From an optimization exercise on the open Yosys and OpenROAD flow, aimed at a short achievable clock period and few clock cycles; shortcuts taken in it are not production practice.
In this exercise RTL edits were held to simulation tests only and were not proved equivalent to the original.
The flow treats the clock pin as an ideal source, which a real chip does not have.
Power and IR drop assume default switching activity.

## v23
## scene_fetch
module scene_fetch #(
  parameter int unsigned MAX_PEND = 4
) (
  input  logic                 clk,
  input  logic                 reset,
  input  logic                 start,
  input  logic [31:0]          base_addr,
  output logic                 avm_m0_read,
  output logic [31:0]          avm_m0_address,
  output logic [1:0]           avm_m0_byteenable,
  input  logic                 avm_m0_waitrequest,
  input  logic [15:0]          avm_m0_readdata,
  input  logic                 avm_m0_readdatavalid,
  output logic [191:0]         o_ray,
  output logic                 o_ray_valid,
  output logic [287:0]         o_tri,
  output logic [31:0]          o_tri_index,
  output logic                 o_tri_valid,
  input  logic                 i_tri_ready,
  output logic                 o_tri_last,
  output logic [31:0]          o_tri_cnt,
  output logic                 o_busy,
  output logic                 o_done
);
export LEC_CHECK = 0
export ABC_CLOCK_PERIOD_IN_PS = 2500
export CAP_MARGIN = 20
export CORE_MARGIN = 2
export CORE_UTILIZATION = 40
export SETUP_SLACK_MARGIN = 5
export SLEW_MARGIN = 20
create_clock -name core_clock -period 8.0 [get_ports {clk}]
standard.sh (not shown) runs the stock make flow with config.mk's settings and CLKGATE_MAP_FILE= SYNTH_SCRIPT=/design/flow/synth_recipe.tcl, a recipe that flattens the netlist after the stock synthesis.
==> flow/flow/run.sh <==
#!/bin/bash
# Standard ORFS layout with four changes: timing repair aims for 5.3 ns of setup slack;
# before detailed placement, the registers that drive output ports are moved next to their
# port buffers (flow/pre_dp.tcl); clock sinks are clustered 25 per leaf buffer within
# 100 um; and the clock tree's root buffer is removed after CTS (flow/pre_cts.tcl) so the
# clock port drives the 4 first-level buffers directly. ORFS writes each step's log under
# orfs/logs; make's output goes to flow_make.log.
set -euo pipefail
bash standard.sh SETUP_SLACK_MARGIN=5.3 CTS_CLUSTER_SIZE=25 CTS_CLUSTER_DIAMETER=100 \
  PRE_DETAIL_PLACE_TCL="$PWD/flow/pre_dp.tcl" PRE_CTS_TCL="$PWD/flow/pre_cts.tcl" \
  finish > flow_make.log 2>&1
==> flow/flow/pre_dp.tcl <==
# Sourced by ORFS before detailed placement (PRE_DETAIL_PLACE_TCL). Each register whose
# output feeds only an output port's buffer is moved onto that buffer's spot, so the
# register-to-buffer wire is short; detailed placement then legalizes both. The Avalon
# request registers are left where global placement put them.
proc my_pull_output_regs {} {
  set block [ord::get_db_block]
  set n 0
  foreach bt [$block getBTerms] {
    if {[$bt getIoType] != "OUTPUT"} { continue }
    # The address register takes waitrequest's fanout; the placer keeps it between the two.
    if {[string match "avm_m0_*" [$bt getName]]} { continue }
    set net [$bt getNet]
    if {$net == "NULL"} { continue }
    set drv ""
    foreach it [$net getITerms] { if {[$it isOutputSignal]} { set drv $it } }
    if {$drv == ""} { continue }
    set buf [$drv getInst]
    set ain ""
    foreach it [$buf getITerms] { if {[$it isInputSignal] && [$it getNet] != "NULL" && ![[$it getNet] isSpecial]} { set ain $it } }
    if {$ain == ""} { continue }
    set rnet [$ain getNet]
    set reg ""
    foreach it [$rnet getITerms] { if {[$it isOutputSignal]} { set reg [$it getInst] } }
    if {$reg == "" || ![string match "sky130_fd_sc_hd__*df*" [[$reg getMaster] getName]]} { continue }
    # Only registers whose output feeds nothing but the port buffer.
    set nld 0
    foreach it [$rnet getITerms] { if {[$it isInputSignal]} { incr nld } }
    if {$nld != 1} { continue }
    set bl [$buf getLocation]
    $reg setLocation [lindex $bl 0] [lindex $bl 1]
    incr n
  }
  puts "PULL: moved $n output registers next to their port buffers"
}
my_pull_output_regs
Other scripts of this flow, unchanged in this note and not shown: flow/flow/pre_cts.tcl
v23 completed end to end with timing, DRC and antenna clean.
Testbench counts of v23, summed over its fixed seeds: cycles 89,225.
--- input diff v23..v41 ---
==> flow/flow/run.sh <==
#!/bin/bash
# Standard ORFS layout with four changes: timing repair aims for 5.5 ns of setup slack;
# before detailed placement, the registers that drive output ports are moved, with their
# port buffers, to the ports' pins (flow/pre_dp.tcl); clock sinks are clustered 25 per leaf buffer within
# 100 um; and the clock tree's root buffer is removed after CTS (flow/pre_cts.tcl) so the
# clock port drives the 4 first-level buffers directly. ORFS writes each step's log under
# orfs/logs; make's output goes to flow_make.log.
set -euo pipefail
bash standard.sh SETUP_SLACK_MARGIN=5.5 CTS_CLUSTER_SIZE=25 CTS_CLUSTER_DIAMETER=100 \
  PRE_DETAIL_PLACE_TCL="$PWD/flow/pre_dp.tcl" PRE_CTS_TCL="$PWD/flow/pre_cts.tcl" \
  finish > flow_make.log 2>&1
-- flow/flow/pre_dp.tcl --
<<< v23, line 1
# Sourced by ORFS before detailed placement (PRE_DETAIL_PLACE_TCL). Each register whose
# output feeds only an output port's buffer is moved onto that buffer's spot, so the
# register-to-buffer wire is short; detailed placement then legalizes both. The Avalon
# request registers are left where global placement put them.
proc my_pull_output_regs {} {
>>> v41, line 1
# Sourced by ORFS before detailed placement (PRE_DETAIL_PLACE_TCL). Each register whose
# output feeds only an output port's buffer is moved, with that buffer, to the port's pin,
# so the register-to-buffer and buffer-to-pin wires are short; detailed placement then
# legalizes both. The Avalon
# request registers are left where global placement put them.
proc my_pull_output_regs {} {
<<< v23, line 27
    foreach it [$rnet getITerms] { if {[$it isInputSignal]} { incr nld } }
    if {$nld != 1} { continue }
    set bl [$buf getLocation]
    $reg setLocation [lindex $bl 0] [lindex $bl 1]
    incr n
  }
  puts "PULL: moved $n output registers next to their port buffers"
}
my_pull_output_regs
>>> v41, line 28
    foreach it [$rnet getITerms] { if {[$it isInputSignal]} { incr nld } }
    if {$nld != 1} { continue }
    # Put the buffer and the register at the port's pin, inside the core.
    set pin [lindex [$bt getBPins] 0]
    set bb [$pin getBBox]
    set core [$block getCoreArea]
    set px [expr {([$bb xMin] + [$bb xMax]) / 2}]
    set py [expr {([$bb yMin] + [$bb yMax]) / 2}]
    set w [[$reg getMaster] getWidth]
    set h [[$reg getMaster] getHeight]
    set px [expr {max([$core xMin], min($px, [$core xMax] - 2 * $w))}]
    set py [expr {max([$core yMin], min($py, [$core yMax] - 2 * $h))}]
    $buf setLocation $px $py
    $reg setLocation $px $py
    incr n
  }
  puts "PULL: moved $n output registers next to their port buffers"
}

my_pull_output_regs
Results
v41 did not stop at any stage, and its layout met the timing, DRC and antenna checks.
The estimated power of v41 ends up higher than the estimate for v23.
Row number of DRC markers after the initial detailed-route iteration: v41 higher / v23 lower
v41 vs. v23: power per standard cell area went up by about 3.6%.
Summary of v41 over v23: area of combinational cells with multiple inputs has increased, global-route wire length before repair has increased.
v23 ended up with fewer cell instances than v41 did.
Looking at worst-case vdd ir drop across v23 and v41, the one that comes out higher is v23.
Data arrival time of the critical path delta for v41 relative to v23: 1.94 ns lower
Input changes introduced in v36 (baseline for comparison: v41):
==> flow/flow/run.sh <==
#!/bin/bash
# Standard ORFS layout with four changes: timing repair aims for 5.5 ns of setup slack;
# before detailed placement, the registers that drive output ports are moved next to their
# port buffers (flow/pre_dp.tcl); clock sinks are clustered 30 per leaf buffer within
# 100 um; and the clock tree's root buffer is removed after CTS (flow/pre_cts.tcl) so the
# clock port drives the 4 first-level buffers directly. ORFS writes each step's log under
# orfs/logs; make's output goes to flow_make.log.
set -euo pipefail
bash standard.sh SETUP_SLACK_MARGIN=5.5 CTS_CLUSTER_SIZE=30 CTS_CLUSTER_DIAMETER=100 \
  PRE_DETAIL_PLACE_TCL="$PWD/flow/pre_dp.tcl" PRE_CTS_TCL="$PWD/flow/pre_cts.tcl" \
  finish > flow_make.log 2>&1
==> flow/flow/pre_dp.tcl <==
# Sourced by ORFS before detailed placement (PRE_DETAIL_PLACE_TCL). Each register whose
# output feeds only an output port's buffer is moved onto that buffer's spot, so the
# register-to-buffer wire is short; detailed placement then legalizes both. The Avalon
# request registers are left where global placement put them.
proc my_pull_output_regs {} {
  set block [ord::get_db_block]
  set n 0
  foreach bt [$block getBTerms] {
    if {[$bt getIoType] != "OUTPUT"} { continue }
    # The address register takes waitrequest's fanout; the placer keeps it between the two.
    if {[string match "avm_m0_*" [$bt getName]]} { continue }
    set net [$bt getNet]
    if {$net == "NULL"} { continue }
    set drv ""
    foreach it [$net getITerms] { if {[$it isOutputSignal]} { set drv $it } }
    if {$drv == ""} { continue }
    set buf [$drv getInst]
    set ain ""
    foreach it [$buf getITerms] { if {[$it isInputSignal] && [$it getNet] != "NULL" && ![[$it getNet] isSpecial]} { set ain $it } }
    if {$ain == ""} { continue }
    set rnet [$ain getNet]
    set reg ""
    foreach it [$rnet getITerms] { if {[$it isOutputSignal]} { set reg [$it getInst] } }
    if {$reg == "" || ![string match "sky130_fd_sc_hd__*df*" [[$reg getMaster] getName]]} { continue }
    # Only registers whose output feeds nothing but the port buffer.
    set nld 0
    foreach it [$rnet getITerms] { if {[$it isInputSignal]} { incr nld } }
    if {$nld != 1} { continue }
    set bl [$buf getLocation]
    $reg setLocation [lindex $bl 0] [lindex $bl 1]
    incr n
  }
  puts "PULL: moved $n output registers next to their port buffers"
}
my_pull_output_regs
==> comparison <==
- Looking at the reports, v36 completed the entire flow and the layout it produced met the timing, DRC and antenna checks.
- v41 completed every stage of the flow, and the final layout passed the timing, DRC and antenna checks.
- Comparing v41 and v36, the lower count of clock-buffer cells in the layout was measured on v36.
- Changes observed in v36 relative to v41: wire length saw a decrease; die area saw little to no change; post-layout instance area saw little to no change; sequential element share of the synthesized area saw little to no change; relative contribution of combinational cells to total power saw a decrease.
- v36 reports a higher final worst slack than v41 does.
- Lower post-route minimum period was reported by v36, not v41.
- Compared with v41, v36 shows clock skew lower by 0.015 ns.
For v5, these inputs were changed with respect to v36:
==> flow/flow/run.sh <==
#!/bin/bash
# Standard ORFS layout with four changes: timing repair aims for 5.7 ns of setup slack;
# before detailed placement, the registers that drive output ports are moved next to their
# port buffers (flow/pre_dp.tcl); clock sinks are clustered 25 per leaf buffer within
# 100 um; and the clock tree's root buffer is removed after CTS (flow/pre_cts.tcl) so the
# clock port drives the 4 first-level buffers directly. ORFS writes each step's log under
# orfs/logs; make's output goes to flow_make.log.
set -euo pipefail
bash standard.sh SETUP_SLACK_MARGIN=5.7 CTS_CLUSTER_SIZE=25 CTS_CLUSTER_DIAMETER=100 \
  PRE_DETAIL_PLACE_TCL="$PWD/flow/pre_dp.tcl" PRE_CTS_TCL="$PWD/flow/pre_cts.tcl" \
  finish > flow_make.log 2>&1
## What came out
v36 vs v5, top routing layer in use: met5 vs met4. Cmp v5 vs v36: net switching component of the power higher in v5. Reported for v5 and v36, die area turned out identical to the last digit. The clock period minus final worst setup slack in v5 was higher than what v36 gave.
Input changes introduced in v42 (baseline for comparison: v5):
==> flow/flow/run.sh <==
#!/bin/bash
# Standard ORFS layout with four changes: timing repair aims for 5.4 ns of setup slack;
# before detailed placement, the registers that drive output ports are moved next to their
# port buffers (flow/pre_dp.tcl); clock sinks are clustered 25 per leaf buffer within
# 100 um; and the clock tree's root buffer is removed after CTS (flow/pre_cts.tcl) so the
# clock port drives the 4 first-level buffers directly. ORFS writes each step's log under
# orfs/logs; make's output goes to flow_make.log.
set -euo pipefail
bash standard.sh SETUP_SLACK_MARGIN=5.4 CTS_CLUSTER_SIZE=25 CTS_CLUSTER_DIAMETER=100 \
  PRE_DETAIL_PLACE_TCL="$PWD/flow/pre_dp.tcl" PRE_CTS_TCL="$PWD/flow/pre_cts.tcl" \
  finish > flow_make.log 2>&1
Notes after the runs:
| largest net degree at the start of global routing | higher: v42 |. Reported for v5 and v42, number of maximum-capacitance violations turned out identical to the last digit. Against v5, the final cell area of v42 is lower. Comparing v5 and v42, worst setup skew after layout is lower on v42. Compared v42 vs v5, and final cell count is down in v42.

-- static timing again, ports no longer ideal --
In the flow no input, the clock included, has a driving cell. The finished layouts below were timed again as built, in two steps. Step 1, drivers: a clkbuf_16 drives clk and a buf_2 each remaining input, both assumed. Step 2, shift: input delay + t, output delay - t, t = (earliest + latest rising clock arrival at the registers) / 2. This alone moves slack from input paths to output paths. Three values: ideal, step 1, step 2; two values: the first two.
| run | t, ns | slack for setup (ns) | worst data-port slew with drivers (ns) |
|---|---|---|---|
| v23 | 0.566 | 5.305 / 5.202 / 4.639 | 0.25 |
| v41 | 0.573 | 5.301 / 5.180 / 4.841 | 0.22 |
| v36 | 0.559 | 5.366 / 5.249 / 4.811 | 0.23 |
| v5 | 0.563 | 5.327 / 5.211 / 4.691 | 0.30 |
| v42 | 0.561 | 5.382 / 5.256 / 4.722 | 0.26 |
After both steps every run listed still meets setup and hold. The setup slack of v23, which loses most, moves by -0.103 ns with the drivers and by -0.666 ns with both steps.
